This design comes from an exercise in tuning for small area, a short achievable clock period and few clock cycles per item on the open sky130 flow, not from production work. Only simulation tests tie the RTL to the original design; equivalence was not proved.

## flow/config.mk

```make
export PLATFORM = sky130hd
export DESIGN_NAME = lc4_core
export DESIGN_NICKNAME = lc4_core
export VERILOG_FILES = /design/flow/design.v
export SDC_FILE = /design/flow/constraint.sdc
export NUM_CORES = 4
export LEC_CHECK = 0
export ABC_AREA = 1
export CAP_MARGIN = 20
export CORE_MARGIN = 2
export CORE_UTILIZATION = 40
export GPL_ROUTABILITY_DRIVEN = 0
export PLACE_DENSITY = 0.6
export SETUP_SLACK_MARGIN = 4.0
export SLEW_MARGIN = 20
export TNS_END_PERCENT = 0
```

## flow/constraint.sdc

```tcl
create_clock -name core_clock -period 8.2 [get_ports {gwe}]
set_input_delay 1.6400 -clock core_clock [delete_from_list [all_inputs] [get_ports {gwe}]]
set_output_delay 1.6400 -clock core_clock [all_outputs]
set_load 0.01 [all_outputs]
```

## flow/design.v

```verilog
`timescale 1ns/1ps
package lc4_pkg;
    parameter int XLEN = 16;
    typedef logic [XLEN-1:0] word_t;
    typedef logic [2:0]      reg_idx_t;
    typedef logic [2:0]      nzp_t;
    typedef word_t           imm_t;
    localparam nzp_t NZP_NEG  = 3'b100;
    localparam nzp_t NZP_ZERO = 3'b010;
    localparam nzp_t NZP_POS  = 3'b001;
    typedef enum logic [3:0] {
        OPC_ARITH   = 4'b0001,
        OPC_LOGIC   = 4'b0101,
        OPC_CONST   = 4'b1001,
        OPC_HICONST = 4'b1101
    } opcode_e;
    typedef enum logic [3:0] {
        ALU_ADD,
        ALU_SUB,
        ALU_MUL,
        ALU_ADDI,
        ALU_AND,
        ALU_OR,
        ALU_XOR,
        ALU_NOT,
        ALU_ANDI,
        ALU_CONST,
        ALU_HICONST,
        ALU_NOP
    } alu_op_e;
endpackage
`timescale 1ns/1ps
module lc4_regfile
(
    input  logic        gwe,
    input  logic        i_arst_n,
    input  logic [7:0]  i_rs_hot,
    input  logic [7:0]  i_rt_hot,
    output logic [15:0] o_rs_data,
    output logic [15:0] o_rt_data,
    input  logic        i_we,
    input  logic [2:0]  i_wsel,
    input  logic [15:0] i_wdata
);
    logic [15:0] regs [8];
    logic [15:0] wdata;
    logic [7:0]  wen;
    always_comb begin
        o_rs_data = '0;
        o_rt_data = '0;
        for (int i = 0; i < 8; i++) begin
            o_rs_data = o_rs_data | (regs[i] & {16{i_rs_hot[i]}});
            o_rt_data = o_rt_data | (regs[i] & {16{i_rt_hot[i]}});
        end
    end
    assign wdata = i_wdata & {16{i_arst_n}};
    always_comb begin
        for (int i = 0; i < 8; i++) begin
            wen[i] = ~i_arst_n | (i_we & (i_wsel == 3'(i)));
        end
    end
    always_ff @(posedge gwe) begin
        for (int i = 0; i < 8; i++) begin
            if (wen[i]) begin
                regs[i] <= wdata;
            end
        end
    end
endmodule
`timescale 1ns/1ps
module lc4_decode
(
    input  logic [15:0] i_insn,
    output logic        o_we,
    output logic        o_mul,
    output logic        o_use_a,
    output logic        o_use_b
);
    logic arith;
    logic logic_op;
    assign arith    = (i_insn[15:12] == 4'b0001);
    assign logic_op = (i_insn[15:12] == 4'b0101);
    assign o_we     = (arith & (i_insn[5:3] != 3'b011)) | logic_op |
                      (i_insn[15:12] == 4'b1001) | (i_insn[15:12] == 4'b1101);
    assign o_mul    = arith & (i_insn[5:3] == 3'b001);
    assign o_use_a  = arith | logic_op;
    assign o_use_b  = (arith & ~i_insn[5]) |
                      (logic_op & ~i_insn[5] & (i_insn[4:3] != 2'b01)) |
                      (i_insn[15:12] == 4'b1101);
endmodule
`timescale 1ns/1ps
module insn_queue
(
    input  logic        gwe,
    input  logic        i_arst_n,
    input  logic        i_xload,       
    input  logic        i_valid,
    input  logic [15:0] i_insn,
    output logic        o_ready,
    output logic        o_valid,
    output logic [15:0] o_insn,
    output logic [7:0]  o_rs_hot,
    output logic [7:0]  o_rt_hot,
    output logic        o_cimm,        
    output logic        o_csub,        
    output logic        o_cnot,        
    output logic [15:0] o_src_insn,    
    output logic [7:0]  o_src_rs_hot,
    output logic [7:0]  o_src_rt_hot
);
    logic        s_valid;
    logic [15:0] s_insn;
    logic        src_valid;
    logic [2:0]  bsel;
    logic [7:0]  rs_hot;
    logic [7:0]  rt_hot;
    assign o_ready    = ~s_valid;
    assign src_valid  = s_valid | i_valid;
    assign o_src_insn = s_valid ? s_insn : i_insn;
    always_ff @(posedge gwe or negedge i_arst_n) begin
        if (!i_arst_n) begin
            s_valid <= 1'b0;
            o_valid <= 1'b0;
        end else begin
            s_valid <= ~i_xload & src_valid;
            if (i_xload) begin
                o_valid <= src_valid;
            end
        end
    end
    always_ff @(posedge gwe) begin
        if (!s_valid) begin
            s_insn <= i_insn;
        end
    end
    assign bsel = (o_src_insn[15:12] == 4'b1101) ? o_src_insn[11:9] : o_src_insn[2:0];
    always_comb begin
        for (int i = 0; i < 8; i++) begin
            rs_hot[i] = (o_src_insn[8:6] == 3'(i));
            rt_hot[i] = (bsel == 3'(i));
        end
    end
    assign o_src_rs_hot = rs_hot;
    assign o_src_rt_hot = rt_hot;
    always_ff @(posedge gwe) begin
        if (i_xload) begin
            o_cimm   <= o_src_insn[5] & ~o_src_insn[15];
            o_csub   <= (o_src_insn[15:12] == 4'b0001) & (o_src_insn[5:3] == 3'b010);
            o_cnot   <= (o_src_insn[15:12] == 4'b0101) & (o_src_insn[5:3] == 3'b001);
            o_insn   <= o_src_insn;
            o_rs_hot <= rs_hot;
            o_rt_hot <= rt_hot;
        end
    end
endmodule
`timescale 1ns/1ps
module lc4_execute
(
    input  logic [15:0] i_insn,
    input  logic        i_cimm,
    input  logic        i_csub,
    input  logic        i_cnot,
    input  logic [15:0] i_a,
    input  logic [15:0] i_b,
    output logic [15:0] o_s,
    output logic [15:0] o_c,
    output logic [15:0] o_d,
    output logic        o_k
);
    logic        arith;
    logic        logic_op;
    logic        is_const;
    logic        is_hiconst;
    logic        op_sum;
    logic        op_mul;
    logic        op_p;
    logic        op_g;
    logic [15:0] imm5;
    logic [15:0] immv;
    logic [15:0] y;
    logic [15:0] p;
    logic [15:0] g;
    logic [15:0] sum;
    logic [15:0] ms;
    logic [15:0] mc;
    logic [15:0] md;
    logic        mk;
    assign arith      = (i_insn[15:14] == 2'b00);
    assign logic_op   = (i_insn[15:14] == 2'b01);
    assign is_const   = (i_insn[15:14] == 2'b10);
    assign is_hiconst = (i_insn[15:14] == 2'b11);
    assign op_mul     = arith & (i_insn[5:3] == 3'b001);
    assign op_sum     = arith & ~op_mul;
    assign op_p       = logic_op & ~i_insn[5] & (i_insn[4:3] != 2'b00);
    assign op_g       = logic_op & (i_insn[5] | ~i_insn[3]);
    assign imm5 = {{11{i_insn[4]}}, i_insn[4:0]};
    assign immv = is_const ? {{7{i_insn[8]}}, i_insn[8:0]} : {i_insn[7:0], 8'h00};
    assign y = i_cimm ? imm5 : ((i_b ^ {16{i_csub}}) | {16{i_cnot}});
    assign sum = i_a + y + {15'd0, i_csub};
    assign p   = i_a ^ y;
    assign g   = i_a & y;
    lc4_mul16 u_mul (.i_a(i_a), .i_b(i_b), .o_s(ms), .o_c(mc), .o_r2(md), .o_k(mk));
    assign o_s = (sum & {16{op_sum}}) | (p & {16{op_p}}) | (g & {16{op_g}}) |
                 (ms & {16{op_mul}}) | (immv & {16{is_const | is_hiconst}}) |
                 ({8'h00, i_b[7:0]} & {16{is_hiconst}});
    assign o_c = mc & {16{op_mul}};
    assign o_d = md & {16{op_mul}};
    assign o_k = mk & op_mul;
endmodule
module lc4_mul16
(
    input  logic [15:0] i_a,
    input  logic [15:0] i_b,
    output logic [15:0] o_s,
    output logic [15:0] o_c,
    output logic [15:0] o_r2,
    output logic        o_k
);
    logic one0;
    logic two0;
    logic neg0;
    logic pp1;
    logic pp2;
    logic pp3;
    logic pp4;
    logic pp5;
    logic pp6;
    logic pp7;
    logic pp8;
    logic pp9;
    logic pp10;
    logic pp11;
    logic pp12;
    logic pp13;
    logic pp14;
    logic pp15;
    logic pp16;
    logic one1;
    logic two1;
    logic neg1;
    logic pp17;
    logic pp18;
    logic pp19;
    logic pp20;
    logic pp21;
    logic pp22;
    logic pp23;
    logic pp24;
    logic pp25;
    logic pp26;
    logic pp27;
    logic pp28;
    logic pp29;
    logic pp30;
    logic one2;
    logic two2;
    logic neg2;
    logic pp31;
    logic pp32;
    logic pp33;
    logic pp34;
    logic pp35;
    logic pp36;
    logic pp37;
    logic pp38;
    logic pp39;
    logic pp40;
    logic pp41;
    logic pp42;
    logic one3;
    logic two3;
    logic neg3;
    logic pp43;
    logic pp44;
    logic pp45;
    logic pp46;
    logic pp47;
    logic pp48;
    logic pp49;
    logic pp50;
    logic pp51;
    logic pp52;
    logic one4;
    logic two4;
    logic neg4;
    logic pp53;
    logic pp54;
    logic pp55;
    logic pp56;
    logic pp57;
    logic pp58;
    logic pp59;
    logic pp60;
    logic one5;
    logic two5;
    logic neg5;
    logic pp61;
    logic pp62;
    logic pp63;
    logic pp64;
    logic pp65;
    logic pp66;
    logic one6;
    logic two6;
    logic neg6;
    logic pp67;
    logic pp68;
    logic pp69;
    logic pp70;
    logic one7;
    logic two7;
    logic neg7;
    logic pp71;
    logic pp72;
    logic s73;
    logic c74;
    logic s75;
    logic c76;
    logic s77;
    logic c78;
    logic s79;
    logic c80;
    logic s81;
    logic c82;
    logic s83;
    logic c84;
    logic s85;
    logic c86;
    logic s87;
    logic c88;
    logic s89;
    logic c90;
    logic s91;
    logic c92;
    logic s93;
    logic c94;
    logic s95;
    logic c96;
    logic s97;
    logic c98;
    logic s99;
    logic c100;
    logic s101;
    logic c102;
    logic s103;
    logic c104;
    logic s105;
    logic c106;
    logic s107;
    logic s108;
    logic s109;
    logic s110;
    logic c111;
    logic s112;
    logic c113;
    logic s114;
    logic c115;
    logic s116;
    logic c117;
    logic s118;
    logic c119;
    logic s120;
    logic c121;
    logic s122;
    logic c123;
    logic s124;
    logic c125;
    logic s126;
    logic c127;
    logic s128;
    logic c129;
    logic s130;
    logic c131;
    logic s132;
    logic c133;
    logic s134;
    logic c135;
    logic s136;
    logic c137;
    logic s138;
    logic c139;
    logic s140;
    logic c141;
    logic s142;
    logic c143;
    logic s144;
    logic c145;
    logic s146;
    logic s147;
    logic s148;
    logic c149;
    logic s150;
    logic c151;
    logic s152;
    logic c153;
    logic s154;
    logic c155;
    logic s156;
    logic c157;
    logic s158;
    logic c159;
    logic s160;
    logic c161;
    logic s162;
    logic c163;
    logic s164;
    assign one0 = i_b[0] ^ 1'b0;
    assign two0 = (i_b[1] & ~i_b[0] & ~1'b0) | (~i_b[1] & i_b[0] & 1'b0);
    assign neg0 = i_b[1];
    assign pp1 = (one0 & i_a[0]) ^ neg0;
    assign pp2 = ((one0 & i_a[1]) | (two0 & i_a[0])) ^ neg0;
    assign pp3 = ((one0 & i_a[2]) | (two0 & i_a[1])) ^ neg0;
    assign pp4 = ((one0 & i_a[3]) | (two0 & i_a[2])) ^ neg0;
    assign pp5 = ((one0 & i_a[4]) | (two0 & i_a[3])) ^ neg0;
    assign pp6 = ((one0 & i_a[5]) | (two0 & i_a[4])) ^ neg0;
    assign pp7 = ((one0 & i_a[6]) | (two0 & i_a[5])) ^ neg0;
    assign pp8 = ((one0 & i_a[7]) | (two0 & i_a[6])) ^ neg0;
    assign pp9 = ((one0 & i_a[8]) | (two0 & i_a[7])) ^ neg0;
    assign pp10 = ((one0 & i_a[9]) | (two0 & i_a[8])) ^ neg0;
    assign pp11 = ((one0 & i_a[10]) | (two0 & i_a[9])) ^ neg0;
    assign pp12 = ((one0 & i_a[11]) | (two0 & i_a[10])) ^ neg0;
    assign pp13 = ((one0 & i_a[12]) | (two0 & i_a[11])) ^ neg0;
    assign pp14 = ((one0 & i_a[13]) | (two0 & i_a[12])) ^ neg0;
    assign pp15 = ((one0 & i_a[14]) | (two0 & i_a[13])) ^ neg0;
    assign pp16 = ((one0 & i_a[15]) | (two0 & i_a[14])) ^ neg0;
    assign one1 = i_b[2] ^ i_b[1];
    assign two1 = (i_b[3] & ~i_b[2] & ~i_b[1]) | (~i_b[3] & i_b[2] & i_b[1]);
    assign neg1 = i_b[3];
    assign pp17 = (one1 & i_a[0]) ^ neg1;
    assign pp18 = ((one1 & i_a[1]) | (two1 & i_a[0])) ^ neg1;
    assign pp19 = ((one1 & i_a[2]) | (two1 & i_a[1])) ^ neg1;
    assign pp20 = ((one1 & i_a[3]) | (two1 & i_a[2])) ^ neg1;
    assign pp21 = ((one1 & i_a[4]) | (two1 & i_a[3])) ^ neg1;
    assign pp22 = ((one1 & i_a[5]) | (two1 & i_a[4])) ^ neg1;
    assign pp23 = ((one1 & i_a[6]) | (two1 & i_a[5])) ^ neg1;
    assign pp24 = ((one1 & i_a[7]) | (two1 & i_a[6])) ^ neg1;
    assign pp25 = ((one1 & i_a[8]) | (two1 & i_a[7])) ^ neg1;
    assign pp26 = ((one1 & i_a[9]) | (two1 & i_a[8])) ^ neg1;
    assign pp27 = ((one1 & i_a[10]) | (two1 & i_a[9])) ^ neg1;
    assign pp28 = ((one1 & i_a[11]) | (two1 & i_a[10])) ^ neg1;
    assign pp29 = ((one1 & i_a[12]) | (two1 & i_a[11])) ^ neg1;
    assign pp30 = ((one1 & i_a[13]) | (two1 & i_a[12])) ^ neg1;
    assign one2 = i_b[4] ^ i_b[3];
    assign two2 = (i_b[5] & ~i_b[4] & ~i_b[3]) | (~i_b[5] & i_b[4] & i_b[3]);
    assign neg2 = i_b[5];
    assign pp31 = (one2 & i_a[0]) ^ neg2;
    assign pp32 = ((one2 & i_a[1]) | (two2 & i_a[0])) ^ neg2;
    assign pp33 = ((one2 & i_a[2]) | (two2 & i_a[1])) ^ neg2;
    assign pp34 = ((one2 & i_a[3]) | (two2 & i_a[2])) ^ neg2;
    assign pp35 = ((one2 & i_a[4]) | (two2 & i_a[3])) ^ neg2;
    assign pp36 = ((one2 & i_a[5]) | (two2 & i_a[4])) ^ neg2;
    assign pp37 = ((one2 & i_a[6]) | (two2 & i_a[5])) ^ neg2;
    assign pp38 = ((one2 & i_a[7]) | (two2 & i_a[6])) ^ neg2;
    assign pp39 = ((one2 & i_a[8]) | (two2 & i_a[7])) ^ neg2;
    assign pp40 = ((one2 & i_a[9]) | (two2 & i_a[8])) ^ neg2;
    assign pp41 = ((one2 & i_a[10]) | (two2 & i_a[9])) ^ neg2;
    assign pp42 = ((one2 & i_a[11]) | (two2 & i_a[10])) ^ neg2;
    assign one3 = i_b[6] ^ i_b[5];
    assign two3 = (i_b[7] & ~i_b[6] & ~i_b[5]) | (~i_b[7] & i_b[6] & i_b[5]);
    assign neg3 = i_b[7];
    assign pp43 = (one3 & i_a[0]) ^ neg3;
    assign pp44 = ((one3 & i_a[1]) | (two3 & i_a[0])) ^ neg3;
    assign pp45 = ((one3 & i_a[2]) | (two3 & i_a[1])) ^ neg3;
    assign pp46 = ((one3 & i_a[3]) | (two3 & i_a[2])) ^ neg3;
    assign pp47 = ((one3 & i_a[4]) | (two3 & i_a[3])) ^ neg3;
    assign pp48 = ((one3 & i_a[5]) | (two3 & i_a[4])) ^ neg3;
    assign pp49 = ((one3 & i_a[6]) | (two3 & i_a[5])) ^ neg3;
    assign pp50 = ((one3 & i_a[7]) | (two3 & i_a[6])) ^ neg3;
    assign pp51 = ((one3 & i_a[8]) | (two3 & i_a[7])) ^ neg3;
    assign pp52 = ((one3 & i_a[9]) | (two3 & i_a[8])) ^ neg3;
    assign one4 = i_b[8] ^ i_b[7];
    assign two4 = (i_b[9] & ~i_b[8] & ~i_b[7]) | (~i_b[9] & i_b[8] & i_b[7]);
    assign neg4 = i_b[9];
    assign pp53 = (one4 & i_a[0]) ^ neg4;
    assign pp54 = ((one4 & i_a[1]) | (two4 & i_a[0])) ^ neg4;
    assign pp55 = ((one4 & i_a[2]) | (two4 & i_a[1])) ^ neg4;
    assign pp56 = ((one4 & i_a[3]) | (two4 & i_a[2])) ^ neg4;
    assign pp57 = ((one4 & i_a[4]) | (two4 & i_a[3])) ^ neg4;
    assign pp58 = ((one4 & i_a[5]) | (two4 & i_a[4])) ^ neg4;
    assign pp59 = ((one4 & i_a[6]) | (two4 & i_a[5])) ^ neg4;
    assign pp60 = ((one4 & i_a[7]) | (two4 & i_a[6])) ^ neg4;
    assign one5 = i_b[10] ^ i_b[9];
    assign two5 = (i_b[11] & ~i_b[10] & ~i_b[9]) | (~i_b[11] & i_b[10] & i_b[9]);
    assign neg5 = i_b[11];
    assign pp61 = (one5 & i_a[0]) ^ neg5;
    assign pp62 = ((one5 & i_a[1]) | (two5 & i_a[0])) ^ neg5;
    assign pp63 = ((one5 & i_a[2]) | (two5 & i_a[1])) ^ neg5;
    assign pp64 = ((one5 & i_a[3]) | (two5 & i_a[2])) ^ neg5;
    assign pp65 = ((one5 & i_a[4]) | (two5 & i_a[3])) ^ neg5;
    assign pp66 = ((one5 & i_a[5]) | (two5 & i_a[4])) ^ neg5;
    assign one6 = i_b[12] ^ i_b[11];
    assign two6 = (i_b[13] & ~i_b[12] & ~i_b[11]) | (~i_b[13] & i_b[12] & i_b[11]);
    assign neg6 = i_b[13];
    assign pp67 = (one6 & i_a[0]) ^ neg6;
    assign pp68 = ((one6 & i_a[1]) | (two6 & i_a[0])) ^ neg6;
    assign pp69 = ((one6 & i_a[2]) | (two6 & i_a[1])) ^ neg6;
    assign pp70 = ((one6 & i_a[3]) | (two6 & i_a[2])) ^ neg6;
    assign one7 = i_b[14] ^ i_b[13];
    assign two7 = (i_b[15] & ~i_b[14] & ~i_b[13]) | (~i_b[15] & i_b[14] & i_b[13]);
    assign neg7 = i_b[15];
    assign pp71 = (one7 & i_a[0]) ^ neg7;
    assign pp72 = ((one7 & i_a[1]) | (two7 & i_a[0])) ^ neg7;
    assign s73 = pp3 ^ pp17 ^ neg1;
    assign c74 = (pp3 & pp17) | (pp3 & neg1) | (pp17 & neg1);
    assign s75 = pp4 ^ pp18;
    assign c76 = pp4 & pp18;
    assign s77 = pp5 ^ pp19 ^ pp31;
    assign c78 = (pp5 & pp19) | (pp5 & pp31) | (pp19 & pp31);
    assign s79 = pp6 ^ pp20 ^ pp32;
    assign c80 = (pp6 & pp20) | (pp6 & pp32) | (pp20 & pp32);
    assign s81 = pp7 ^ pp21 ^ pp33;
    assign c82 = (pp7 & pp21) | (pp7 & pp33) | (pp21 & pp33);
    assign s83 = pp43 ^ neg3;
    assign c84 = pp43 & neg3;
    assign s85 = pp8 ^ pp22 ^ pp34;
    assign c86 = (pp8 & pp22) | (pp8 & pp34) | (pp22 & pp34);
    assign s87 = pp9 ^ pp23;
    assign c88 = pp9 & pp23;
    assign s89 = pp11 ^ pp25;
    assign c90 = pp11 & pp25;
    assign s91 = pp12 ^ pp26;
    assign c92 = pp12 & pp26;
    assign s93 = pp13 ^ pp27 ^ pp39;
    assign c94 = (pp13 & pp27) | (pp13 & pp39) | (pp27 & pp39);
    assign s95 = pp49 ^ pp57;
    assign c96 = pp49 & pp57;
    assign s97 = pp14 ^ pp28 ^ pp40;
    assign c98 = (pp14 & pp28) | (pp14 & pp40) | (pp28 & pp40);
    assign s99 = pp50 ^ pp58;
    assign c100 = pp50 & pp58;
    assign s101 = pp15 ^ pp29 ^ pp41;
    assign c102 = (pp15 & pp29) | (pp15 & pp41) | (pp29 & pp41);
    assign s103 = pp51 ^ pp59 ^ pp65;
    assign c104 = (pp51 & pp59) | (pp51 & pp65) | (pp59 & pp65);
    assign s105 = pp69 ^ pp71;
    assign c106 = pp69 & pp71;
    assign s107 = pp16 ^ pp30 ^ pp42;
    assign s108 = pp52 ^ pp60 ^ pp66;
    assign s109 = pp70 ^ pp72;
    assign s110 = s77 ^ neg2 ^ c76;
    assign c111 = (s77 & neg2) | (s77 & c76) | (neg2 & c76);
    assign s112 = s79 ^ c78;
    assign c113 = s79 & c78;
    assign s114 = s81 ^ s83 ^ c80;
    assign c115 = (s81 & s83) | (s81 & c80) | (s83 & c80);
    assign s116 = s85 ^ pp44 ^ c82;
    assign c117 = (s85 & pp44) | (s85 & c82) | (pp44 & c82);
    assign s118 = s87 ^ pp35 ^ pp45;
    assign c119 = (s87 & pp35) | (s87 & pp45) | (pp35 & pp45);
    assign s120 = pp53 ^ neg4;
    assign c121 = pp53 & neg4;
    assign s122 = pp10 ^ pp24 ^ pp36;
    assign c123 = (pp10 & pp24) | (pp10 & pp36) | (pp24 & pp36);
    assign s124 = pp46 ^ pp54 ^ c88;
    assign c125 = (pp46 & pp54) | (pp46 & c88) | (pp54 & c88);
    assign s126 = s89 ^ pp37 ^ pp47;
    assign c127 = (s89 & pp37) | (s89 & pp47) | (pp37 & pp47);
    assign s128 = pp55 ^ pp61 ^ neg5;
    assign c129 = (pp55 & pp61) | (pp55 & neg5) | (pp61 & neg5);
    assign s130 = s91 ^ pp38 ^ pp48;
    assign c131 = (s91 & pp38) | (s91 & pp48) | (pp38 & pp48);
    assign s132 = pp56 ^ pp62 ^ c90;
    assign c133 = (pp56 & pp62) | (pp56 & c90) | (pp62 & c90);
    assign s134 = s93 ^ s95 ^ pp63;
    assign c135 = (s93 & s95) | (s93 & pp63) | (s95 & pp63);
    assign s136 = pp67 ^ neg6 ^ c92;
    assign c137 = (pp67 & neg6) | (pp67 & c92) | (neg6 & c92);
    assign s138 = s97 ^ s99 ^ pp64;
    assign c139 = (s97 & s99) | (s97 & pp64) | (s99 & pp64);
    assign s140 = pp68 ^ c94 ^ c96;
    assign c141 = (pp68 & c94) | (pp68 & c96) | (c94 & c96);
    assign s142 = s101 ^ s103 ^ s105;
    assign c143 = (s101 & s103) | (s101 & s105) | (s103 & s105);
    assign s144 = neg7 ^ c98 ^ c100;
    assign c145 = (neg7 & c98) | (neg7 & c100) | (c98 & c100);
    assign s146 = s107 ^ s108 ^ s109;
    assign s147 = c102 ^ c104 ^ c106;
    assign s148 = s116 ^ c84 ^ c115;
    assign c149 = (s116 & c84) | (s116 & c115) | (c84 & c115);
    assign s150 = s118 ^ s120 ^ c86;
    assign c151 = (s118 & s120) | (s118 & c86) | (s120 & c86);
    assign s152 = s122 ^ s124 ^ c119;
    assign c153 = (s122 & s124) | (s122 & c119) | (s124 & c119);
    assign s154 = s126 ^ s128 ^ c123;
    assign c155 = (s126 & s128) | (s126 & c123) | (s128 & c123);
    assign s156 = s130 ^ s132 ^ c127;
    assign c157 = (s130 & s132) | (s130 & c127) | (s132 & c127);
    assign s158 = s134 ^ s136 ^ c131;
    assign c159 = (s134 & s136) | (s134 & c131) | (s136 & c131);
    assign s160 = s138 ^ s140 ^ c135;
    assign c161 = (s138 & s140) | (s138 & c135) | (s140 & c135);
    assign s162 = s142 ^ s144 ^ c139;
    assign c163 = (s142 & s144) | (s142 & c139) | (s144 & c139);
    assign s164 = s146 ^ s147 ^ c143;
    logic [7:0] lo_s;
    logic [7:0] lo_c;
    assign lo_s[0] = pp1;
    assign lo_c[0] = neg0;
    assign o_c[0] = 1'b0;
    assign o_r2[0] = 1'b0;
    assign lo_s[1] = pp2;
    assign lo_c[1] = 1'b0;
    assign o_c[1] = 1'b0;
    assign o_r2[1] = 1'b0;
    assign lo_s[2] = s73;
    assign lo_c[2] = 1'b0;
    assign o_c[2] = 1'b0;
    assign o_r2[2] = 1'b0;
    assign lo_s[3] = s75;
    assign lo_c[3] = c74;
    assign o_c[3] = 1'b0;
    assign o_r2[3] = 1'b0;
    assign lo_s[4] = s110;
    assign lo_c[4] = 1'b0;
    assign o_c[4] = 1'b0;
    assign o_r2[4] = 1'b0;
    assign lo_s[5] = s112;
    assign lo_c[5] = c111;
    assign o_c[5] = 1'b0;
    assign o_r2[5] = 1'b0;
    assign lo_s[6] = s114;
    assign lo_c[6] = c113;
    assign o_c[6] = 1'b0;
    assign o_r2[6] = 1'b0;
    assign lo_s[7] = s148;
    assign lo_c[7] = 1'b0;
    assign o_c[7] = 1'b0;
    assign o_r2[7] = 1'b0;
    assign o_s[8] = s150;
    assign o_c[8] = c117;
    assign o_r2[8] = c149;
    assign o_s[9] = s152;
    assign o_c[9] = c121;
    assign o_r2[9] = c151;
    assign o_s[10] = s154;
    assign o_c[10] = c125;
    assign o_r2[10] = c153;
    assign o_s[11] = s156;
    assign o_c[11] = c129;
    assign o_r2[11] = c155;
    assign o_s[12] = s158;
    assign o_c[12] = c133;
    assign o_r2[12] = c157;
    assign o_s[13] = s160;
    assign o_c[13] = c137;
    assign o_r2[13] = c159;
    assign o_s[14] = s162;
    assign o_c[14] = c141;
    assign o_r2[14] = c161;
    assign o_s[15] = s164;
    assign o_c[15] = c145;
    assign o_r2[15] = c163;
    assign {o_k, o_s[7:0]} = {1'b0, lo_s} + {1'b0, lo_c};
endmodule
`timescale 1ns/1ps
module lc4_core
(
    input  logic        gwe,
    input  logic        i_arst_n,
    input  logic        i_insn_valid,
    input  logic [15:0] i_insn,
    output logic        o_insn_ready,
    output logic        o_ret_valid,
    input  logic        i_ret_ready,
    output logic [15:0] o_ret_insn,
    output logic        o_ret_we,
    output logic [2:0]  o_ret_wsel,
    output logic [15:0] o_ret_data,
    output logic [2:0]  o_ret_nzp
);
    logic        x_valid;
    logic [15:0] x_insn;
    logic [7:0]  x_rs_hot;
    logic [7:0]  x_rt_hot;
    logic [7:0]  y_rd_hot;
    logic [7:0]  x_rd_hot;
    logic [7:0]  in_rs_hot;
    logic [7:0]  in_rt_hot;
    logic        in_use_a;
    logic        in_use_b;
    logic        h_xi_a;
    logic        h_xi_b;
    logic        h_yi_a;
    logic        h_yi_b;
    logic        h_yx_a;
    logic        h_yx_b;
    logic        x_go;
    logic        byp_a_f;
    logic        byp_b_f;
    logic        stall_f;
    logic        byp_a_h;
    logic        byp_b_h;
    logic        stall_h;
    logic        byp_a;
    logic        byp_b;
    logic        x_we;
    logic        x_mul;
    logic        x_use_a;
    logic        x_use_b;
    logic [15:0] rf_a;
    logic [15:0] rf_b;
    logic [15:0] a;
    logic [15:0] b;
    logic [15:0] x_s;
    logic [15:0] x_c;
    logic [15:0] x_d;
    logic        x_k;
    logic        stall;
    logic        y_free;
    logic        x_fire;
    logic        x_load;
    logic        x_cimm;
    logic        x_csub;
    logic        x_cnot;
    logic [15:0] src_insn;
    logic        y_valid;
    logic [15:0] y_insn;
    logic [15:0] y_s;
    logic [15:8] y_c;
    logic [15:8] y_d;
    logic        y_k;
    logic [15:8] y_t;
    logic [15:8] y_u;
    logic [15:8] y_hi;
    logic        y_fwd;    
    logic        y_mw;     
    logic [15:0] y_sum;
    logic        y_zero;
    assign y_free       = ~y_valid | i_ret_ready;
    assign x_fire       = x_valid & y_free & ~stall;
    assign x_load       = ~x_valid | (y_free & ~stall);
    insn_queue u_in (
        .gwe      (gwe),
        .i_arst_n (i_arst_n),
        .i_xload  (x_load),
        .i_valid  (i_insn_valid),
        .i_insn   (i_insn),
        .o_ready  (o_insn_ready),
        .o_valid  (x_valid),
        .o_insn   (x_insn),
        .o_rs_hot (x_rs_hot),
        .o_rt_hot (x_rt_hot),
        .o_cimm   (x_cimm),
        .o_csub   (x_csub),
        .o_cnot   (x_cnot),
        .o_src_insn   (src_insn),
        .o_src_rs_hot (in_rs_hot),
        .o_src_rt_hot (in_rt_hot)
    );
    lc4_decode u_idec (
        .i_insn  (src_insn),
        .o_we    (),
        .o_mul   (),
        .o_use_a (in_use_a),
        .o_use_b (in_use_b)
    );
    lc4_decode u_xdec (
        .i_insn  (x_insn),
        .o_we    (x_we),
        .o_mul   (x_mul),
        .o_use_a (x_use_a),
        .o_use_b (x_use_b)
    );
    lc4_regfile u_rf (
        .gwe       (gwe),
        .i_arst_n  (i_arst_n),
        .i_rs_hot  (x_rs_hot),
        .i_rt_hot  (x_rt_hot),
        .o_rs_data (rf_a),
        .o_rt_data (rf_b),
        .i_we      (y_valid & i_ret_ready & (y_fwd | y_mw)),
        .i_wsel    (y_insn[11:9]),
        .i_wdata   (y_sum)
    );
    always_comb begin
        for (int i = 0; i < 8; i++) begin
            y_rd_hot[i] = (y_insn[11:9] == 3'(i));
            x_rd_hot[i] = (x_insn[11:9] == 3'(i));
        end
    end
    assign h_xi_a = |(x_rd_hot & in_rs_hot);
    assign h_xi_b = |(x_rd_hot & in_rt_hot);
    assign h_yi_a = |(y_rd_hot & in_rs_hot);
    assign h_yi_b = |(y_rd_hot & in_rt_hot);
    assign h_yx_a = |(y_rd_hot & x_rs_hot);
    assign h_yx_b = |(y_rd_hot & x_rt_hot);
    assign x_go    = x_valid & ~stall;
    assign byp_a_f = x_go & x_we & ~x_mul & h_xi_a;
    assign byp_b_f = x_go & x_we & ~x_mul & h_xi_b;
    assign stall_f = x_go & x_mul & ((h_xi_a & in_use_a) | (h_xi_b & in_use_b));
    assign byp_a_h = y_fwd & (x_valid ? h_yx_a : h_yi_a);
    assign byp_b_h = y_fwd & (x_valid ? h_yx_b : h_yi_b);
    assign stall_h = y_mw & (x_valid ? ((h_yx_a & x_use_a) | (h_yx_b & x_use_b))
                                     : ((h_yi_a & in_use_a) | (h_yi_b & in_use_b)));
    always_ff @(posedge gwe) begin
        byp_a <= y_free ? byp_a_f : byp_a_h;
        byp_b <= y_free ? byp_b_f : byp_b_h;
    end
    always_ff @(posedge gwe or negedge i_arst_n) begin
        if (!i_arst_n) begin
            stall <= 1'b0;
        end else begin
            stall <= y_free ? stall_f : stall_h;
        end
    end
    assign a = byp_a ? y_s : rf_a;
    assign b = byp_b ? y_s : rf_b;
    lc4_execute u_alu (
        .i_insn (x_insn),
        .i_cimm (x_cimm),
        .i_csub (x_csub),
        .i_cnot (x_cnot),
        .i_a    (a),
        .i_b    (b),
        .o_s    (x_s),
        .o_c    (x_c),
        .o_d    (x_d),
        .o_k    (x_k)
    );
    always_ff @(posedge gwe or negedge i_arst_n) begin
        if (!i_arst_n) begin
            y_valid <= 1'b0;
            y_fwd   <= 1'b0;
            y_mw    <= 1'b0;
        end else if (y_free) begin
            y_valid <= x_fire;
            y_fwd   <= x_fire & x_we & ~x_mul;
            y_mw    <= x_fire & x_mul;
        end
    end
    always_ff @(posedge gwe) begin
        if (y_free) begin
            y_insn <= x_insn;
            y_s    <= x_s;
            y_c    <= x_c[15:8];
            y_d    <= x_d[15:8];
            y_k    <= x_k;
        end
    end
    assign y_t   = y_s[15:8] ^ y_c ^ y_d;
    assign y_u   = {(y_s[14:8] & y_c[14:8]) | (y_s[14:8] & y_d[14:8]) |
                    (y_c[14:8] & y_d[14:8]), 1'b0};
    assign y_hi  = y_t + y_u + {7'd0, y_k};
    assign y_sum = {y_hi, y_s[7:0]};
    assign y_zero = ~|y_s[7:0] &
                    &(~(y_t ^ y_u ^ {y_t[14:8] | y_u[14:8], y_k}));
    assign o_ret_valid = y_valid;
    assign o_ret_insn  = y_insn;
    assign o_ret_we    = y_fwd | y_mw;
    assign o_ret_wsel  = y_insn[11:9];
    assign o_ret_data  = y_sum;
    assign o_ret_nzp   = {y_sum[15], y_zero, ~y_sum[15] & ~y_zero};
endmodule
```

## flow/run.sh

```bash
#!/bin/bash
# synth_recipe.tcl (not shown) runs the flow's synth.tcl, then flattens the netlist and writes it again
# the make line also repeats each setting of config.mk as NAME=value (left out here)
make -C /OpenROAD-flow-scripts/flow DESIGN_CONFIG=/design/flow/config.mk WORK_HOME=/design/flow/orfs CLKGATE_MAP_FILE= SYNTH_SCRIPT=/design/flow/synth_recipe.tcl finish
```

==> flow_summary.toml, run 1 <==
[route]
vias_per_cell = 5.49
first_iter_violations = 1402
wirelength_um = 50200
dr.pass1.iters = 5
drc = 0
ant_nets = 0
vias = 13800
wl_per_cell_um = 20.0

[clock_network]
clockRootBuffer = "clkbuf_16"
htreeDepth = 1
clk_transition_reported_paths_ns = 0.06
clock_tree.buffer_depth = 3
ctsHoldBuffers = 0
numCtsBuffers = 27
numClockSinks = 236
worstSkewPairLatency_ns = 0.55
cts_tree = "built"

[setup_path]
required_ns = 6.56
timing.rr.start = "byp_a$_DFF_P_"
end_kind = "output port"
reg2regPathDepth = 15
worstPathArrival_ns = 3.06
cp-startpoint = "y_s[9]$_DFFE_PN_"
cp_max_fo = 3
cp-start-kind = "flop"
r2r-end = "y_s[7]$_DFFE_PN_"
crit_path_end = "o_ret_nzp[0]"
crit_type = "flop to output port"
reg2reg_slack_ns = 3.52

[synth]
ys_seq_elements = 236
synth_cell_type_count = 65
synth-async-reset-ratio = 0.0254
synth_cells = 1879
post_synth.cell_area_avg_um2 = 8.45
ys_seq_area_frac = 0.433
synth_ff_type = "edfxtp_1"
ys_warn_count = 4
synth.cell_area_um2 = 15900
yosys.area.top_type_share = 0.401
synthTopCellsByArea = "edfxtp_1 40%, nand2_1 13%, fa_1 4.9%"
yosys.area.top_type = "edfxtp_1"
syn-num-nets = 1982
synth_edf_count = 212

[cells_and_area]
antenna_cells = 0
final_common_cell = "nand2_1"
fin_cells = 2509
final_cell_mix = "558 x nand2_1, 212 x edfxtp_1, 205 x inv_1"
final_util = 0.470
syn2layout_area_growth_pct = 15.1
final_nets = 2074
fillers = 3695
drive_gt1_frac = 0.127

[grt]
grt_pass1_vias = 13300
grt_pass1_wl_um = 76800
antenna_found_initial = 1
grtUsageTotal = 0.241
grt_max_degree = 51
grt-ovfl-total = 0

[floorplanning]
io_pins = 61
start_util = 0.408
dieWidth_um = 203
fp-row-count = 72
coreArea_um2 = 38900
die-area_um2 = 41300
die_h_um = 203

[timing]
fin_setup_tns_ns = 0
fmax_mhz = 213
min_period_ns = 4.70
slew_headroom = 0.232
drv_slew = 0
rsz0062_at_grt = "yes"
hold_viol_final = 0
worst_slack_ns = 3.50
fin_worst_skew_ns = 0.0138
final.period_utilization = 0.573
tightest_slew_ns = 1.12
setup_violations = 0

[min_path]
hp-class = "flop to flop"
whs_path_depth = 2
min_from = "u_in.s_insn[0]$_DFF_P_"

[placement]
dpl_worst_slack_ns = 3.22
dp.cells = 2388
dp_hpwl_um = 36500
port_buffers = 60

[run]
drv_cap = 0

[outcome]
status = "finished clean"
[metrics by stage]
stage / hold WS [ns] / instance area, µm²
finish: 0.477 / 18300
floorplan: 0.426 / 15900
global route: 0.478 / 18300
global placement: 0.441 / 16600
detailed placement: 0.455 / 16700
CTS: 0.472 / 18200
[cells in the mapped netlist (4+ instances only)]
| cell | number |
|---|---|
| or2_2 | 12 |
| a31oi_1 | 9 |
| fa_1 | 39 |
| a21oi_1 | 72 |
| o21ai_2 | 5 |
| nand2_1 | 560 |
| nand3b_1 | 8 |
| o2111ai_1 | 11 |
| dfxtp_1 | 18 |
| nand2_2 | 19 |
| nand4_1 | 11 |
| clkinv_1 | 6 |
| o211ai_1 | 6 |
| edfxtp_1 | 212 |
| buf_4 | 21 |
| nor2_2 | 11 |
| a22oi_1 | 13 |
| dfrtp_1 | 6 |
| o22ai_1 | 52 |
| xor2_1 | 64 |
| inv_1 | 206 |
| a221oi_1 | 6 |
| o221ai_1 | 4 |
| or2_1 | 6 |
| nand3_1 | 113 |
| o21ai_1 | 13 |
| o21a_1 | 6 |
| xnor2_1 | 7 |
| ha_1 | 44 |
| inv_2 | 18 |
| o21ai_0 | 45 |
| nor2_1 | 122 |
| buf_6 | 22 |
| nand2_4 | 6 |
| nand3_2 | 4 |
| clkbuf_1 | 18 |
| buf_2 | 17 |
| nor3_1 | 27 |
[critical path: stages, from the launching register on]
cell	delay, ns
edfxtp_1	0.46
fa_1	0.50
ha_1	0.32
inv_1	0.05
nand2_1	0.05
o21ai_1	0.07
a221oi_2	0.18
o2111ai_1	0.13
or4_4	0.45
o21ai_2	0.14
inv_1	0.04
buf_2	0.13
[registers in the layout, summed over array words and instances (netlist names)]
register / flops
u_in.s_insn: 16
byp_b: 1
u_in.o_rs_hot: 8
u_in.o_cnot: 1
u_in.s_valid: 1
u_in.o_valid: 1
y_valid: 1
y_fwd: 1
y_insn: 16
y_s: 16
y_d: 8
stall: 1
u_rf.regs: 128
y_mw: 1
u_in.o_cimm: 1
y_c: 8
u_in.o_rt_hot: 8
byp_a: 1
u_in.o_csub: 1
y_k: 1
u_in.o_insn: 16
[routing by layer]
layer,global-route usage,wire [µm]
met5,0,16
met3,0.0334,4090
met2,0.401,23100
met1,0.326,20900
met4,0.0803,1990
[worst min path at each step]
stage | slack (ns) | end
floorplan | 0.43 | y_insn[12]$_DFFE_PN_
global placement | 0.44 | y_insn[2]$_DFFE_PN_
detailed placement | 0.46 | y_insn[2]$_DFFE_PN_
CTS | 0.47 | y_insn[2]$_DFFE_PN_
global route | 0.48 | y_insn[2]$_DFFE_PN_
finish | 0.48 | u_in.s_insn[0]$_DFF_P_
[layout make-up]
cell class / instances / area, µm² / share of cell area
multi-input cells: 1330 / 7740 / 0.423
flip-flops and latches: 236 / 6880 / 0.376
repair buffers: 145 / 1280 / 0.0698
inverters: 231 / 883 / 0.0483
clock buffers: 32 / 704 / 0.0385
well taps: 518 / 648 / 0.0355
clock inverters: 17 / 149 / 0.00815
[logic make-up after synthesis]
family | after synthesis | synth area share
simple gates | 909 | 0.244
mux | 1 | 0.000630
fa+ha+maj | 83 | 0.0838
flops | 236 | 0.433
compound gates | 264 | 0.105
xor+xnor | 73 | 0.0412
buf+inv | 313 | 0.0919
[what timing repair did]
action	4_1_cts	5_1_grt
setup buffers	67	5
pin swaps	19	8
setup endpoints to repair	30	27
resized for setup	52	16
Testbench counts, summed over its fixed seeds: cycles 16,336, items 16,000.
==> inputs of run 2 (changes only) <==
--- a/flow/config.mk
+++ b/flow/config.mk
@@ -6,11 +6,10 @@
 export NUM_CORES = 4
 export LEC_CHECK = 0
 export ABC_AREA = 1
-export CAP_MARGIN = 20
+export CAP_MARGIN = 10
 export CORE_MARGIN = 2
 export CORE_UTILIZATION = 40
-export GPL_ROUTABILITY_DRIVEN = 0
 export PLACE_DENSITY = 0.6
 export SETUP_SLACK_MARGIN = 4.0
-export SLEW_MARGIN = 20
+export SLEW_MARGIN = 10
 export TNS_END_PERCENT = 0
==> run 2 against run 1 <==
Still clean on timing, DRC and antenna; fmax rose by 0.47%; clock skew rose by 0.0030 ns; core utilization rose by 0.57 points; cell count rose by 1.0%; synthesized cell count did not move; area after synthesis did not move; first-iteration DRC count fell by 5.5%; sequential share of layout area fell by 0.44 points; die area did not move; critical endpoint unchanged.
==> flow_summary.toml, run 2 <==
[outcome]
status = "finished clean"

[synth]
syn-num-nets = 1982
synthTopCellsByArea = "edfxtp_1 40%, nand2_1 13%, fa_1 4.9%"
ys_seq_area_frac = 0.433
ys_warn_count = 4
synth.most_common_cell = "nand2_1"
synth.cell_area_um2 = 15900
ys_seq_elements = 236
synth-async-reset-ratio = 0.0254
synth_cells = 1879
post_synth.cell_area_avg_um2 = 8.45
yosys.area.top_type = "edfxtp_1"
synth_cell_type_count = 65
yosys.area.top_type_share = 0.401
synth_edf_count = 212
synthTopCellsByCount = "560 x nand2_1, 212 x edfxtp_1, 206 x inv_1"
synth_ff_type = "edfxtp_1"

[clock_network]
clk_transition_reported_paths_ns = 0.06
numCtsBuffers = 27
numClockSinks = 236
worstSkewPairLatency_ns = 0.56
cts_tree = "built"
htreeDepth = 1
clockRootBuffer = "clkbuf_16"
clock_tree.buffer_depth = 3

[cells_and_area]
final_cell_area_um2 = 18500
syn2layout_area_growth_pct = 16.5
final_util = 0.475
final_cell_mix = "557 x nand2_1, 212 x edfxtp_1, 203 x inv_1"
regMostFlops = "u_rf.regs"
antenna_cells = 0
final_nets = 2098
final_common_cell = "nand2_1"
drive_gt1_frac = 0.139
largest_register_ff_count = 128

[floorplanning]
fp-row-count = 72
coreArea_um2 = 38900
dieWidth_um = 203
io_pins = 61
start_util = 0.408
die-area_um2 = 41300
die_h_um = 203

[placement]
placed_area_um2 = 16600
dp_hpwl_um = 37000
port_buffers = 60
gp_congestion = 0.920

[setup_path]
end_kind = "output port"
cp-start-kind = "flop"
cp_max_fo = 2
reg2reg_slack_ns = 3.66
timing.rr.start = "u_in.o_rt_hot[7]$_DFFE_PP_"
reg2regPathDepth = 17
cpMostUsedCell = "inv_1"
r2r-end = "y_s[14]$_DFFE_PN_"
worstPathArrival_ns = 3.04
max_stage_delay_ns = 0.58
crit_type = "flop to output port"
cp_top_family = "adder cells"
required_ns = 6.56
cp_slowest_cell = "fa_1"
crit_chain = "fa_1 -> inv_1 -> ha_1 -> a221oi_2 -> o2111ai_1 -> or4_4 -> o21ai_1 -> inv_1 -> buf_2"
critPathBufInv = 3

[grt]
grt_max_degree = 51
grtUsageTotal = 0.245
grt_pass1_wl_um = 77700
grt-ovfl-total = 0
grt_pass1_vias = 13200
antenna_found_initial = 0

[timing]
hold_viol_final = 0
rsz0062_at_grt = "yes"
slew_headroom = 0.205
final.period_utilization = 0.570
fin_worst_skew_ns = 0.0168
drv_slew = 0
fin_setup_tns_ns = 0
tightest_slew_ns = 1.16
holdWs_ns = 0.465
setup_violations = 0
min_period_ns = 4.68
fmax_mhz = 214

[min_path]
min_from = "u_in.o_insn[12]$_DFFE_PP_"
whs_endpoint = "y_insn[12]$_DFFE_PN_"
hp-class = "flop to flop"
whs_path_depth = 0

[route]
wirelength_um = 50800
first_iter_violations = 1325
vias_per_cell = 5.47
wl_per_cell_um = 20.0
drc = 0
ant_nets = 0
vias = 13900
dr.pass1.iters = 5

[run]
drv_cap = 0
run 2: changes by cell type in the layout (fill, tap and decap cells not counted), moves of 2 or more:
| cell | previous run | this run |
|---|---|---|
| buf_4 | 80 | 103 |
| fa_2 | 3 | 5 |
| buf_12 | 4 | 6 |
| inv_1 | 205 | 203 |
| o21ai_1 | 22 | 24 |
| ha_4 | 4 | 7 |
| clkinv_2 | 6 | 8 |
| ha_2 | 2 | 0 |
| fa_1 | 36 | 34 |
| clkinvlp_4 | 3 | 1 |
run 2: worst max-delay path by stage:
stage	start	slack, ns	to	depth (start not counted)
2_1_floorplan	y_s[10]$_DFFE_PN_	4.14	o_ret_nzp[2]	12
3_3_place_gp	byp_b$_DFF_P_	3.24	y_s[14]$_DFFE_PN_	14
3_5_place_dp	u_in.o_rt_hot[6]$_DFFE_PP_	3.16	y_s[14]$_DFFE_PN_	18
4_1_cts	y_d[10]$_DFFE_PN_	3.51	o_ret_data[15]	13
5_1_grt	u_in.o_rt_hot[2]$_DFFE_PP_	3.40	y_s[10]$_DFFE_PN_	22
6_report	y_s[13]$_DFFE_PN_	3.52	o_ret_nzp[0]	9
run 2: layout make-up:
| cell class | instances | area (µm²) |
|---|---|---|
| fillers | 3723 | 20400 |
| well taps | 518 | 648 |
| inverters | 231 | 885 |
| multi-input cells | 1330 | 7770 |
| repair buffers | 169 | 1470 |
| clock buffers | 34 | 722 |
| flip-flops and latches | 236 | 6880 |
| clock inverters | 16 | 115 |
run 2: stage by stage:
stage               worst slack (ns)  cells
floorplan                       4.14   1879
global placement                3.24   2387
detailed placement              3.16   2387
CTS                             3.51   2513
global route                    3.40   2534
finish                          3.52   2534
run 2: metal layers:
| metal | vias up | global-route usage | routed length, µm |
|---|---|---|---|
| met5 | - | 0 | 0 |
| met4 | 0 | 0.0730 | 1390 |
| met3 | 91 | 0.0379 | 4090 |
| met2 | 626 | 0.400 | 23400 |
| met1 | 6688 | 0.338 | 21900 |
| li1 | 6455 | - | - |
run 2: cell families (layout without fill, tap and decap cells):
logic type,count (synthesis),count (layout),share of synthesized area
AOI/OAI and AO/OA,264,264,0.105
xor gates and xnor gates,73,73,0.0412
adders and majority gates,83,83,0.0838
buffers and inverters,313,450,0.0919
and+or+nand+nor,909,909,0.244
DFF,236,236,0.433
muxes,1,1,0.000630
run 2: what timing repair did:
item                                    4_1_cts  5_1_grt
pin swaps                                    22        6
endpoints found under the setup margin       29       27
hold buffers                                  0        0
setup buffers                                76       21
gates resized for setup                      58       17
==> inputs of run 3 (changes only) <==
--- a/flow/config.mk
+++ b/flow/config.mk
@@ -6,10 +6,10 @@
 export NUM_CORES = 4
 export LEC_CHECK = 0
 export ABC_AREA = 1
-export CAP_MARGIN = 10
+export CAP_MARGIN = 20
 export CORE_MARGIN = 2
 export CORE_UTILIZATION = 40
 export PLACE_DENSITY = 0.6
 export SETUP_SLACK_MARGIN = 4.0
-export SLEW_MARGIN = 10
+export SLEW_MARGIN = 20
 export TNS_END_PERCENT = 0
==> run 3 against run 2 <==
Clock skew down 0.0013 ns; worst setup slack better by 0.0046 ns; area after synthesis unchanged; register-to-register slack about the same; global-route usage unchanged; die area unchanged; synthesized cell count unchanged; critical path type unchanged.
==> flow_summary.toml, run 3 <==
[placement]
dp.cells = 2387
dp_hpwl_um = 37000
port_buffers = 60
gp_congestion = 0.920

[timing]
rsz0062_at_grt = "yes"
drv_slew = 0
hold_viol_final = 0
tightest_slew_ns = 1.13
slew_headroom = 0.242
fin_setup_tns_ns = 0
final.period_utilization = 0.570
setup_violations = 0
min_period_ns = 4.67
holdWs_ns = 0.459
fmax_mhz = 214
fin_worst_skew_ns = 0.0156

[cells_and_area]
drive_gt1_frac = 0.139
fin_cells = 2533
final_nets = 2097
largest_register_ff_count = 128
antenna_cells = 0
final_cell_mix = "557 x nand2_1, 212 x edfxtp_1, 203 x inv_1"
final_common_cell = "nand2_1"
regMostFlops = "u_rf.regs"
fillers = 3723
syn2layout_area_growth_pct = 16.4

[clock_network]
clock_tree.buffer_depth = 3
htreeDepth = 1
worstSkewPairLatency_ns = 0.56
clockRootBuffer = "clkbuf_16"
numClockSinks = 236
cts_tree = "built"
clk_transition_reported_paths_ns = 0.06
numCtsBuffers = 27

[min_path]
hp-class = "flop to flop"

[route]
wirelength_um = 50800
first_iter_violations = 1481
drc = 0
vias_per_cell = 5.45
ant_nets = 0
vias = 13800
dr.pass1.iters = 8
wl_per_cell_um = 20.1

[synth]
ys_seq_area_frac = 0.433
synth_cells = 1879
synth.most_common_cell = "nand2_1"
synthAdderAreaFrac = 0.0838
post_synth.cell_area_avg_um2 = 8.45
syn-num-nets = 1982
synth_compound_area_frac = 0.105
synth_edf_count = 212
yosys.area.top_type_share = 0.401
synth_xor_area_frac = 0.0412
synthMuxAreaShare = 0.000630
synth-async-reset-ratio = 0.0254
synth_top_family_by_area = "simple AND/OR/NAND/NOR gates"
synth_cell_type_count = 65
synthTopCellsByArea = "edfxtp_1 40%, nand2_1 13%, fa_1 4.9%"
ys_seq_elements = 236
yosys.area.top_type = "edfxtp_1"
yosys.area_share.simple = 0.244
synth_ff_type = "edfxtp_1"
synth.cell_area_um2 = 15900
synthTopCellsByCount = "560 x nand2_1, 212 x edfxtp_1, 206 x inv_1"
ys_warn_count = 4

[setup_path]
crit_type = "flop to output port"
cp_max_fo = 2
end_kind = "output port"
required_ns = 6.56
cp-start-kind = "flop"
worstPathArrival_ns = 3.03

[floorplanning]
die-area_um2 = 41300
fp-row-count = 72
dieWidth_um = 203
io_pins = 61
start_util = 0.408
coreArea_um2 = 38900
die_h_um = 203

[outcome]
status = "finished clean"

[grt]
grtUsageTotal = 0.245
grt_pass1_vias = 13200
grt-ovfl-total = 0
grt_pass1_wl_um = 77700
antenna_found_initial = 0
grt_max_degree = 51

[run]
drv_cap = 0
## run 3: cell counts after synthesis
No cell type changed its count.
## run 3: repair_timing
action,CTS,global route
gates resized for setup,58,17
buffers inserted,76,20
pin swaps,22,6
setup endpoints to repair,29,27
hold endpoints to repair,0,0
hold buffers,0,0
## run 3: path summary, 6_finish.rpt
kind,start,slack (ns),endpoint,cells past startpoint
setup / recovery,y_s[13]$_DFFE_PN_,3.53,o_ret_nzp[0],9
hold / removal,u_in.o_insn[12]$_DFFE_PP_,0.46,y_insn[12]$_DFFE_PN_,0
setup reg to reg,u_in.o_rt_hot[7]$_DFFE_PP_,3.66,y_s[14]$_DFFE_PN_,17
hold reg to reg,u_in.o_insn[12]$_DFFE_PP_,0.46,y_insn[12]$_DFFE_PN_,0
max in group asynchronous,i_arst_n,6.50,y_fwd$_DFFE_PN0N_,2
min in group asynchronous,i_arst_n,1.45,y_mw$_DFFE_PN0N_,2
## run 3: area by class of cell
| cell class | count | area [µm²] | area share |
|---|---|---|---|
| inverters | 231 | 886 | 0.0479 |
| repair buffers | 168 | 1470 | 0.0792 |
| well taps | 518 | 648 | 0.0351 |
| multi-input cells | 1330 | 7770 | 0.420 |
| clock buffers | 34 | 722 | 0.0390 |
| flip-flops and latches | 236 | 6880 | 0.372 |
| clock inverters | 16 | 115 | 0.00623 |
## run 3: routing by layer
layer / wire (µm) / global-route usage
met1: 21700 / 0.338
met2: 23500 / 0.400
met3: 4280 / 0.0379
met4: 1380 / 0.0730
met5: 0 / 0
## run 3: per-stage QoR
stage,utilization,setup WS (ns),cell area (µm²)
after floorplan,-,4.14,15900
after global placement,0.428,3.24,16600
after detailed placement,0.428,3.16,16600
after CTS,0.470,3.51,18300
after global routing,0.475,3.40,18500
final,0.475,3.53,18500
## run 3: cell families (layout without fill, tap and decap cells)
kind of cell | Yosys count | after routing
buffers and inverters | 313 | 449
AO/OA/AOI/OAI | 264 | 264
AND/OR/NAND/NOR | 909 | 909
adder cells (fa/ha/maj) | 83 | 83
multiplexers | 1 | 1
XOR/XNOR | 73 | 73
flip-flops | 236 | 236
## run 3: worst max-delay path, stage by stage, from the launching register on
cell and delay [ns]:
edfxtp_1 0.43, fa_1 0.58, inv_1 0.05, ha_1 0.22
a221oi_2 0.30, o2111ai_1 0.16, or4_4 0.44, o21ai_1 0.14
inv_1 0.04, buf_2 0.13
==> inputs of run 4 (changes only) <==
--- a/flow/config.mk
+++ b/flow/config.mk
@@ -12,4 +12,4 @@
 export PLACE_DENSITY = 0.6
 export SETUP_SLACK_MARGIN = 4.0
 export SLEW_MARGIN = 20
-export TNS_END_PERCENT = 0
+export TNS_END_PERCENT = 20
==> run 4 against run 3 <==
Clock skew shrank 0.00084 ns; still clean; clock-buffer cell count stayed put; critical path type unchanged.
==> flow_summary.toml, run 4 <==
[outcome]
status = "finished clean"

[setup_path]
cp-start-kind = "flop"
required_ns = 6.56
cp_max_fo = 2
end_kind = "output port"
reg2reg_slack_ns = 3.77
worstPathArrival_ns = 3.04
r2r-end = "y_s[12]$_DFFE_PN_"
timing.rr.start = "u_in.o_rs_hot[0]$_DFFE_PP_"
reg2regPathDepth = 17
crit_type = "flop to output port"

[cells_and_area]
final_util = 0.505
final_cell_area_um2 = 19700
regMostFlops = "u_rf.regs"
largest_register_ff_count = 128
antenna_cells = 0
final_nets = 2180
final_cell_mix = "531 x nand2_1, 212 x edfxtp_1, 192 x inv_1"
final_common_cell = "nand2_1"
drive_gt1_frac = 0.216
syn2layout_area_growth_pct = 23.9

[grt]
grtUsageTotal = 0.245
grt_pass1_vias = 13300
grt_max_degree = 51
grt_pass1_wl_um = 77700
antenna_found_initial = 0
grt-ovfl-total = 0

[timing]
min_period_ns = 4.68
drv_slew = 0
setup_violations = 0
fin_worst_skew_ns = 0.0147
hold_viol_final = 0
tightest_slew_ns = 1.09
final.period_utilization = 0.570
slew_headroom = 0.270
worst_slack_ns = 3.52
rsz0062_at_grt = "yes"
fmax_mhz = 214
fin_setup_tns_ns = 0

[route]
wl_per_cell_um = 20.2
vias_per_cell = 5.52
first_iter_violations = 1473
drc = 0
wirelength_um = 52900
dr.pass1.iters = 5
vias = 14400
ant_nets = 0

[synth]
synthTopCellsByArea = "edfxtp_1 40%, nand2_1 13%, fa_1 4.9%"
yosys.area.top_type = "edfxtp_1"
ys_seq_elements = 236
synth_ff_type = "edfxtp_1"
yosys.area.top_type_share = 0.401
synth.cell_area_um2 = 15900
ys_seq_area_frac = 0.433
synth_cells = 1879
ys_warn_count = 4
synth_cell_type_count = 65
post_synth.cell_area_avg_um2 = 8.45
syn-num-nets = 1982
synth-async-reset-ratio = 0.0254
synthTopCellsByCount = "560 x nand2_1, 212 x edfxtp_1, 206 x inv_1"
synth.most_common_cell = "nand2_1"
synth_edf_count = 212

[clock_network]
htreeDepth = 1
worstSkewPairLatency_ns = 0.56
clk_transition_reported_paths_ns = 0.06
numClockSinks = 236
ctsHoldBuffers = 0
cts_tree = "built"
clockRootBuffer = "clkbuf_16"
numCtsBuffers = 27
clock_tree.buffer_depth = 3

[floorplanning]
io_pins = 61
fp-row-count = 72
start_util = 0.408
coreArea_um2 = 38900
die_h_um = 203
die-area_um2 = 41300
dieWidth_um = 203

[placement]
dpl_worst_slack_ns = 3.16
gp_congestion = 0.920
port_buffers = 60
placed_area_um2 = 16600
dp_hpwl_um = 37000

[min_path]
min_from = "u_in.o_insn[12]$_DFFE_PP_"
whs_endpoint = "y_insn[12]$_DFFE_PN_"
hp-class = "flop to flop"
whs_path_depth = 0

[run]
drv_cap = 0
-- run 4: stage by stage --
step	hold WS, ns	std cells
global route	0.474	2616
CTS	0.455	2513
floorplan	0.426	1879
detailed placement	0.452	2387
global placement	0.443	2387
finish	0.464	2616
-- run 4: cell families after synthesis --
group,after synthesis,share of synthesized area
multiplexers,1,0.000630
XOR/XNOR,73,0.0412
flip-flops,236,0.433
adder cells (fa/ha/maj),83,0.0838
AO/OA/AOI/OAI,264,0.105
buffers and inverters,313,0.0919
AND/OR/NAND/NOR,909,0.244
-- run 4: worst max-delay path by stage --
stage,start,end,slack [ns],depth (start not counted)
3_5_place_dp,u_in.o_rt_hot[6]$_DFFE_PP_,y_s[14]$_DFFE_PN_,3.16,18
2_1_floorplan,y_s[10]$_DFFE_PN_,o_ret_nzp[2],4.14,12
5_1_grt,y_s[13]$_DFFE_PN_,o_ret_nzp[0],3.41,9
3_3_place_gp,byp_b$_DFF_P_,y_s[14]$_DFFE_PN_,3.24,14
6_report,y_s[13]$_DFFE_PN_,o_ret_nzp[0],3.52,9
4_1_cts,y_d[11]$_DFFE_PN_,o_ret_nzp[0],3.52,8
-- run 4: repair_timing --
action | in CTS | in global routing
cloned | 0 | 4
pin swaps | 23 | 62
setup endpoints to repair | 29 | 27
resized for setup | 62 | 156
setup buffers | 76 | 99
-- run 4: per-layer routing --
layer,up-vias,global-route usage,share of wire
li1,6625,-,-
met1,6919,0.338,0.41
met2,760,0.399,0.46
met3,136,0.0382,0.089
met4,0,0.0733,0.035
met5,-,0,0
-- run 4: area by class of cell --
type | count | area, µm²
clock inverters | 16 | 115
clock buffers | 34 | 722
repair inverters | 2 | 17.5
multi-input cells | 1332 | 8260
well taps | 518 | 648
flip-flops and latches | 236 | 6880
repair buffers | 247 | 2100
fillers | 3581 | 19200
inverters | 231 | 925
-- run 4: worst max-delay path, cell delays in order (launching register included) --
cell and delay (ns):
edfxtp_1 0.43, fa_1 0.58, inv_1 0.05, ha_1 0.22
a221oi_2 0.30, o2111ai_1 0.16, or4_4 0.44, o21ai_1 0.14
inv_1 0.04, buf_2 0.13
==> inputs of run 5 (changes only) <==
--- a/flow/config.mk
+++ b/flow/config.mk
@@ -8,8 +8,8 @@
 export ABC_AREA = 1
 export CAP_MARGIN = 20
 export CORE_MARGIN = 2
-export CORE_UTILIZATION = 40
-export PLACE_DENSITY = 0.6
+export CORE_UTILIZATION = 30
+export PLACE_DENSITY = 0.45
 export SETUP_SLACK_MARGIN = 4.0
 export SLEW_MARGIN = 20
-export TNS_END_PERCENT = 20
+export TNS_END_PERCENT = 0
==> run 5 against run 4 <==
Area after synthesis unchanged; largest cell class unchanged; clock skew hardly changed; register-to-register slack worse by 0.15 ns; highest routed layer is now met5; still clean on timing, DRC and antenna; die area rose by 33%; core utilization is 15 points lower; global-route usage shrank 4.4 points; via count decreased by 6.0%; cell area fell by 5.3%; first-iteration DRC count fell by 27%.
==> flow_summary.toml, run 5 <==
[synth]
synthMuxAreaShare = 0.000630
synth_ff_type = "edfxtp_1"
post_synth.cell_area_avg_um2 = 8.45
yosys.area_share.simple = 0.244
synthTopCellsByArea = "edfxtp_1 40%, nand2_1 13%, fa_1 4.9%"
synthTopCellsByCount = "560 x nand2_1, 212 x edfxtp_1, 206 x inv_1"
synth.most_common_cell = "nand2_1"
yosys.area.top_type = "edfxtp_1"
synth_xor_area_frac = 0.0412
synth_top_family_by_area = "simple AND/OR/NAND/NOR gates"
synth_edf_count = 212
synthAdderAreaFrac = 0.0838
synth_cell_type_count = 65
synth-async-reset-ratio = 0.0254
ys_seq_elements = 236
synth_cells = 1879
synth_compound_area_frac = 0.105
yosys.area.top_type_share = 0.401
syn-num-nets = 1982
ys_seq_area_frac = 0.433
synth.cell_area_um2 = 15900
ys_warn_count = 4

[timing]
drv_slew = 0
min_period_ns = 4.68
rsz0062_at_grt = "yes"
setup_violations = 0
fmax_mhz = 213
hold_viol_final = 0
tightest_slew_ns = 1.18
final.period_utilization = 0.571
fin_setup_tns_ns = 0
fin_worst_skew_ns = 0.0143
worst_slack_ns = 3.52
holdWs_ns = 0.470
slew_headroom = 0.208

[run]
drv_cap = 0

[placement]
dpl_worst_slack_ns = 3.07
gp_congestion = 0.909
dp_hpwl_um = 40700
port_buffers = 60
placed_area_um2 = 16900

[floorplanning]
io_pins = 61
die-area_um2 = 54800
dieWidth_um = 234
fp-row-count = 84
start_util = 0.303
coreArea_um2 = 52400
die_h_um = 234

[grt]
use_met1 = 0.277
grt_pass1_wl_um = 82400
antenna_found_initial = 1
grtUsageTotal = 0.202
grt-ovfl-total = 0
top_usage_layer = "met2"
grt_pass1_vias = 13200
grtUsageMet2 = 0.330
grt_max_degree = 33
grt.met3_usage = 0.0299

[cells_and_area]
final_nets = 2083
final_cell_area_um2 = 18600
drive_gt1_frac = 0.136
final_cell_mix = "557 x nand2_1, 212 x edfxtp_1, 202 x inv_1"
seq_area_um2 = 6880
syn2layout_area_growth_pct = 17.4
multi_input_area_um2 = 7780
largest_register_ff_count = 128
antenna_cells = 0
final_common_cell = "nand2_1"
regMostFlops = "u_rf.regs"
fillers = 5306

[setup_path]
end_kind = "output port"
crit_type = "flop to output port"
cp_max_fo = 2
worstPathArrival_ns = 3.04
cp-start-kind = "flop"
required_ns = 6.56

[route]
dr.pass1.iters = 5
first_iter_violations = 1068
ant_nets = 0
wl_per_cell_um = 20.4
vias = 13600
drc = 0
wirelength_um = 54900
vias_per_cell = 5.05

[clock_network]
clock_tree.buffer_depth = 3
clockRootBuffer = "clkbuf_16"
worstSkewPairLatency_ns = 0.57
ctsHoldBuffers = 0
htreeDepth = 1
cts_tree = "built"
numCtsBuffers = 29
clk_transition_reported_paths_ns = 0.06
numClockSinks = 236

[outcome]
status = "finished clean"

[min_path]
hp-class = "flop to flop"
run 5: cell types whose count changed in the layout (fill, tap and decap cells not counted), sizes merged, moves of 2 or more:
cell | previous run | this run
buf | 192 | 96
clkbuf | 34 | 38
clkinv | 16 | 10
nand2 | 587 | 585
run 5: final timing paths:
kind | slack [ns] | startpoint | cells after the start | end
setup / recovery | 3.52 | y_c[10]$_DFFE_PN_ | 9 | o_ret_nzp[0]
hold / removal | 0.47 | u_in.o_insn[8]$_DFFE_PP_ | 0 | y_insn[8]$_DFFE_PN_
setup reg to reg | 3.62 | u_in.o_rt_hot[6]$_DFFE_PP_ | 19 | y_s[14]$_DFFE_PN_
hold reg to reg | 0.47 | u_in.o_insn[8]$_DFFE_PP_ | 0 | y_insn[8]$_DFFE_PN_
max in group asynchronous | 6.43 | i_arst_n | 2 | y_fwd$_DFFE_PN0N_
min in group asynchronous | 1.47 | i_arst_n | 2 | y_mw$_DFFE_PN0N_
run 5: area by class of cell:
| type | instances | area share |
|---|---|---|
| Timing Repair Buffer | 152 | 0.0707 |
| Clock buffer | 37 | 0.0416 |
| Multi-Input combinational cell | 1330 | 0.417 |
| Inverter | 231 | 0.0477 |
| Sequential cell | 236 | 0.369 |
| Clock inverter | 15 | 0.00752 |
| Tap cell | 688 | 0.0462 |
run 5: timing repair:
item	4_1_cts	5_1_grt
buffers inserted	41	37
gates cloned	0	0
gates resized for setup	44	28
pin swaps	19	22
endpoints found under the setup margin	32	33
run 5: metrics by stage:
| step | cells | utilization |
|---|---|---|
| 2_1_floorplan | 1879 | - |
| 3_5_place_dp | 2558 | 0.322 |
| 5_1_grt | 2689 | 0.355 |
| 4_1_cts | 2651 | 0.347 |
| 3_3_place_gp | 2556 | 0.322 |
| 6_report | 2689 | 0.355 |
run 5: cell families after synthesis:
| kind of cell | Yosys count |
|---|---|
| compound gates | 264 |
| fa+ha+maj | 83 |
| buf+inv | 313 |
| simple gates | 909 |
| xor+xnor | 73 |
| mux | 1 |
| flops | 236 |
run 5: critical path, stage by stage (launching register included):
cell and delay (ns):
edfxtp_1 0.42, fa_2 0.64, inv_1 0.05, ha_1 0.20, xor2_1 0.14, nand3_1 0.13, or4_4 0.60, o21ai_1 0.13
inv_1 0.05, buf_2 0.13
run 5: metal layers:
metal / up-vias / share of wire
li1: 6430 / -
met4: 2 / 0.026
met3: 83 / 0.065
met2: 495 / 0.46
met1: 6557 / 0.45
met5: - / 0.00029

## afterwards: timing with drivers on the ports
In the flow no input, the clock included, has a driving cell. The finished layouts below were timed again as built, in two steps.
Step 1 assumes that a clkbuf_16 drives the clock port and a buf_2 every other input.
Step 2 times the ports against the registers' clock, not the clock port: input delays grow and output delays shrink by t, the midpoint of the rising clock arrivals with the driver on.
Slacks: no drivers / after step 1 / after step 2; pairs: no drivers / after step 1.
run	shift t [ns]	setup slack, ns	worst hold slack (ns)	cell pins on the clock port's net
run 1	0.588	3.501 / 3.452 / 3.523	0.477 / 0.477 / 0.477	1
run 2	0.605	3.523 / 3.471 / 3.661	0.465 / 0.465 / 0.465	1
run 3	0.602	3.527 / 3.476 / 3.661	0.459 / 0.459 / 0.459	1
run 4	0.605	3.523 / 3.472 / 3.772	0.464 / 0.464 / 0.464	1
run 5	0.615	3.515 / 3.464 / 3.623	0.470 / 0.470 / 0.470	1
After both steps setup and hold are still met in every run listed.
